This is an optimization exercise on Yosys and OpenROAD, whose aim is small area, not a production implementation.
Function was checked by simulation only, so behaviour that the tests miss may differ from the original.
Power and IR drop assume default switching activity.

// perf_mon_top
module perf_mon_top (
    input  wire logic                                clk,
    input  wire logic                                reset,
    input  wire logic                                awvalid,
    output logic                                     awready,
    input  wire logic [perf_pkg::axil_addr_w-1:0]    awaddr,
    input  wire logic                                wvalid,
    output logic                                     wready,
    input  wire logic [perf_pkg::axil_data_w-1:0]    wdata,
    input  wire logic [perf_pkg::axil_data_w/8-1:0]  wstrb,
    output logic                                     bvalid,
    input  wire logic                                bready,
    output logic [1:0]                               bresp,
    input  wire logic                                arvalid,
    output logic                                     arready,
    input  wire logic [perf_pkg::axil_addr_w-1:0]    araddr,
    output logic                                     rvalid,
    input  wire logic                                rready,
    output logic [perf_pkg::axil_data_w-1:0]         rdata,
    output logic [1:0]                               rresp,
    output logic                                     tx_tvalid,
    output logic [perf_pkg::axis_data_w-1:0]         tx_tdata,
    output logic                                     tx_tlast,
    input  wire logic                                tx_tready,
    input  wire logic                                rx_tvalid,
    input  wire logic [perf_pkg::axis_data_w-1:0]    rx_tdata,
    input  wire logic                                rx_tlast,
    output logic                                     rx_tready
);
Size: roughly 2700 cells after synthesis, about 280 I/O pins.
export LEC_CHECK = 0
export CAP_MARGIN = 0
export CORE_MARGIN = 2
export CORE_UTILIZATION = 70
export SLEW_MARGIN = 0
export BUFFER_PORTS_ARGS = -buffer_cell sky130_fd_sc_hd__buf_1
export CTS_ARGS = -sink_clustering_enable -repair_clock_nets -dont_use_dummy_load -buf_list sky130_fd_sc_hd__clkbuf_8 -sink_clustering_size 16 -sink_clustering_max_diameter 60
create_clock -name core_clock -period 6.0 [get_ports {clk}]
standard.sh (not shown) runs the stock make flow with config.mk's settings and CLKGATE_MAP_FILE= SYNTH_SCRIPT=/design/flow/synth_recipe.tcl, a recipe that flattens the netlist after the stock synthesis.
==> flow/flow/run.sh <==
#!/bin/bash
# Own layout flow: the standard ORFS flow, with the smallest buffer on
# each port and a clock tree of small buffers built without dummy loads.
set -euo pipefail
cat >> config.mk <<'EOC'
export BUFFER_PORTS_ARGS = -buffer_cell sky130_fd_sc_hd__buf_1
export CTS_ARGS = -sink_clustering_enable -repair_clock_nets -dont_use_dummy_load -buf_list sky130_fd_sc_hd__clkbuf_8 -sink_clustering_size 16 -sink_clustering_max_diameter 60
EOC
bash standard.sh > flow_make.log 2>&1
Next try:
==> flow/flow/run.sh (replaced) <==
#!/bin/bash
# Own layout flow: the standard ORFS flow, with the smallest buffer on
# each port and a clock tree of small buffers built without dummy loads.
set -euo pipefail
cat >> config.mk <<'EOC'
export BUFFER_PORTS_ARGS = -buffer_cell sky130_fd_sc_hd__buf_1
export CTS_ARGS = -sink_clustering_enable -repair_clock_nets -dont_use_dummy_load -buf_list {sky130_fd_sc_hd__clkbuf_2 sky130_fd_sc_hd__clkbuf_4} -sink_clustering_size 12
EOC
bash standard.sh > flow_make.log 2>&1
==> flow/config.mk (replaced) <==
export PLATFORM = sky130hd
export DESIGN_NAME = perf_mon_top
export DESIGN_NICKNAME = perf_mon_top
export VERILOG_FILES = /design/flow/design.v
export SDC_FILE = /design/flow/constraint.sdc
export NUM_CORES = 4
export LEC_CHECK = 0
export CAP_MARGIN = 20
export CORE_MARGIN = 2
export CORE_UTILIZATION = 40
export SLEW_MARGIN = 20
export BUFFER_PORTS_ARGS = -buffer_cell sky130_fd_sc_hd__buf_1
export CTS_ARGS = -sink_clustering_enable -repair_clock_nets -dont_use_dummy_load -buf_list {sky130_fd_sc_hd__clkbuf_2 sky130_fd_sc_hd__clkbuf_4} -sink_clustering_size 12
=>
- The new run ran to the end with no violations
- setup slack degrades by 0.17 ns
- die area goes up by well over a third
- non-clock buffer count goes up by 16
- combinational power goes up by a few percent
- final cell count goes up by about a fifth
- global-route usage goes down by 13 points
Next try:
==> flow/flow/run.sh (replaced) <==
#!/bin/bash
# Own layout flow: the standard ORFS flow, with the smallest buffer on
# each port and a clock tree of small buffers built without dummy loads.
set -euo pipefail
cat >> config.mk <<'EOC'
export BUFFER_PORTS_ARGS = -buffer_cell sky130_fd_sc_hd__buf_1
export CTS_ARGS = -sink_clustering_enable -repair_clock_nets -dont_use_dummy_load -buf_list sky130_fd_sc_hd__clkbuf_8 -sink_clustering_size 20 -sink_clustering_max_diameter 40
EOC
bash standard.sh > flow_make.log 2>&1
==> flow/config.mk (replaced) <==
export PLATFORM = sky130hd
export DESIGN_NAME = perf_mon_top
export DESIGN_NICKNAME = perf_mon_top
export VERILOG_FILES = /design/flow/design.v
export SDC_FILE = /design/flow/constraint.sdc
export NUM_CORES = 4
export LEC_CHECK = 0
export CAP_MARGIN = 0
export CORE_MARGIN = 2
export CORE_UTILIZATION = 60
export SLEW_MARGIN = 0
export BUFFER_PORTS_ARGS = -buffer_cell sky130_fd_sc_hd__buf_1
export CTS_ARGS = -sink_clustering_enable -repair_clock_nets -dont_use_dummy_load -buf_list sky130_fd_sc_hd__clkbuf_8 -sink_clustering_size 20 -sink_clustering_max_diameter 40
Outcome: Via count goes down by 2.6%; total power drops by 2.2%; final cell count drops by 11%; cell area goes down by 2.3%; sequential power stays flat; non-clock buffer count fell by 23.
Next try:
==> flow/flow/run.sh (replaced) <==
#!/bin/bash
# Own layout flow: the standard ORFS flow, with the smallest buffer on
# each port and a clock tree of small buffers built without dummy loads.
set -euo pipefail
cat >> config.mk <<'EOC'
export BUFFER_PORTS_ARGS = -buffer_cell sky130_fd_sc_hd__buf_1
export CTS_ARGS = -sink_clustering_enable -repair_clock_nets -dont_use_dummy_load -buf_list sky130_fd_sc_hd__clkbuf_8 -sink_clustering_size 16 -sink_clustering_max_diameter 60
EOC
bash standard.sh > flow_make.log 2>&1
==> flow/config.mk (replaced) <==
export PLATFORM = sky130hd
export DESIGN_NAME = perf_mon_top
export DESIGN_NICKNAME = perf_mon_top
export VERILOG_FILES = /design/flow/design.v
export SDC_FILE = /design/flow/constraint.sdc
export NUM_CORES = 4
export LEC_CHECK = 0
export CAP_MARGIN = 20
export CORE_MARGIN = 2
export CORE_UTILIZATION = 40
export GPL_TIMING_DRIVEN = 0
export SLEW_MARGIN = 20
export BUFFER_PORTS_ARGS = -buffer_cell sky130_fd_sc_hd__buf_1
export CTS_ARGS = -sink_clustering_enable -repair_clock_nets -dont_use_dummy_load -buf_list sky130_fd_sc_hd__clkbuf_8 -sink_clustering_size 16 -sink_clustering_max_diameter 60
Worst hold slack gets worse by 0.012 ns.
Combinational power rises by about 10%.
Cell area went up by 1.1%.
Clock skew climbs by 0.0095 ns.
Worst setup slack is worse by 0.19 ns.

==> port drivers added, routing unchanged <==
The flow's constraints put no driver on any port. The routed layouts listed below were extracted and timed again, unchanged, in two steps.
Step 1, drivers: a clkbuf_16 drives clk and a buf_2 each remaining input, both assumed.
Step 2, shift: input delay + t, output delay - t, t = (earliest + latest rising clock arrival at the registers) / 2. This alone moves slack from input paths to output paths.
Three values: no drivers, after step 1, after step 2; two values: the first two.
| run | t, ns | slack for setup (ns) | worst setup path after step 2 | clock arrival spread, ns |
|---|---|---|---|---|
| the first run | 0.710 | 0.547 / 0.547 / 0.547 | register to register | 0.071 / 0.071 |
| the second run | 1.013 | 0.374 / 0.374 / 0.374 | register to register | 0.098 / 0.098 |
| the third run | 0.701 | 0.486 / 0.486 / 0.283 | input to register | 0.097 / 0.097 |
| the fourth run | 0.710 | 0.297 / 0.297 / 0.151 | input to register | 0.108 / 0.108 |
After both steps every run listed still meets setup and hold. For the third run, which loses most, drivers alone change the setup slack by 0.000 ns; drivers and shift together by -0.203 ns.
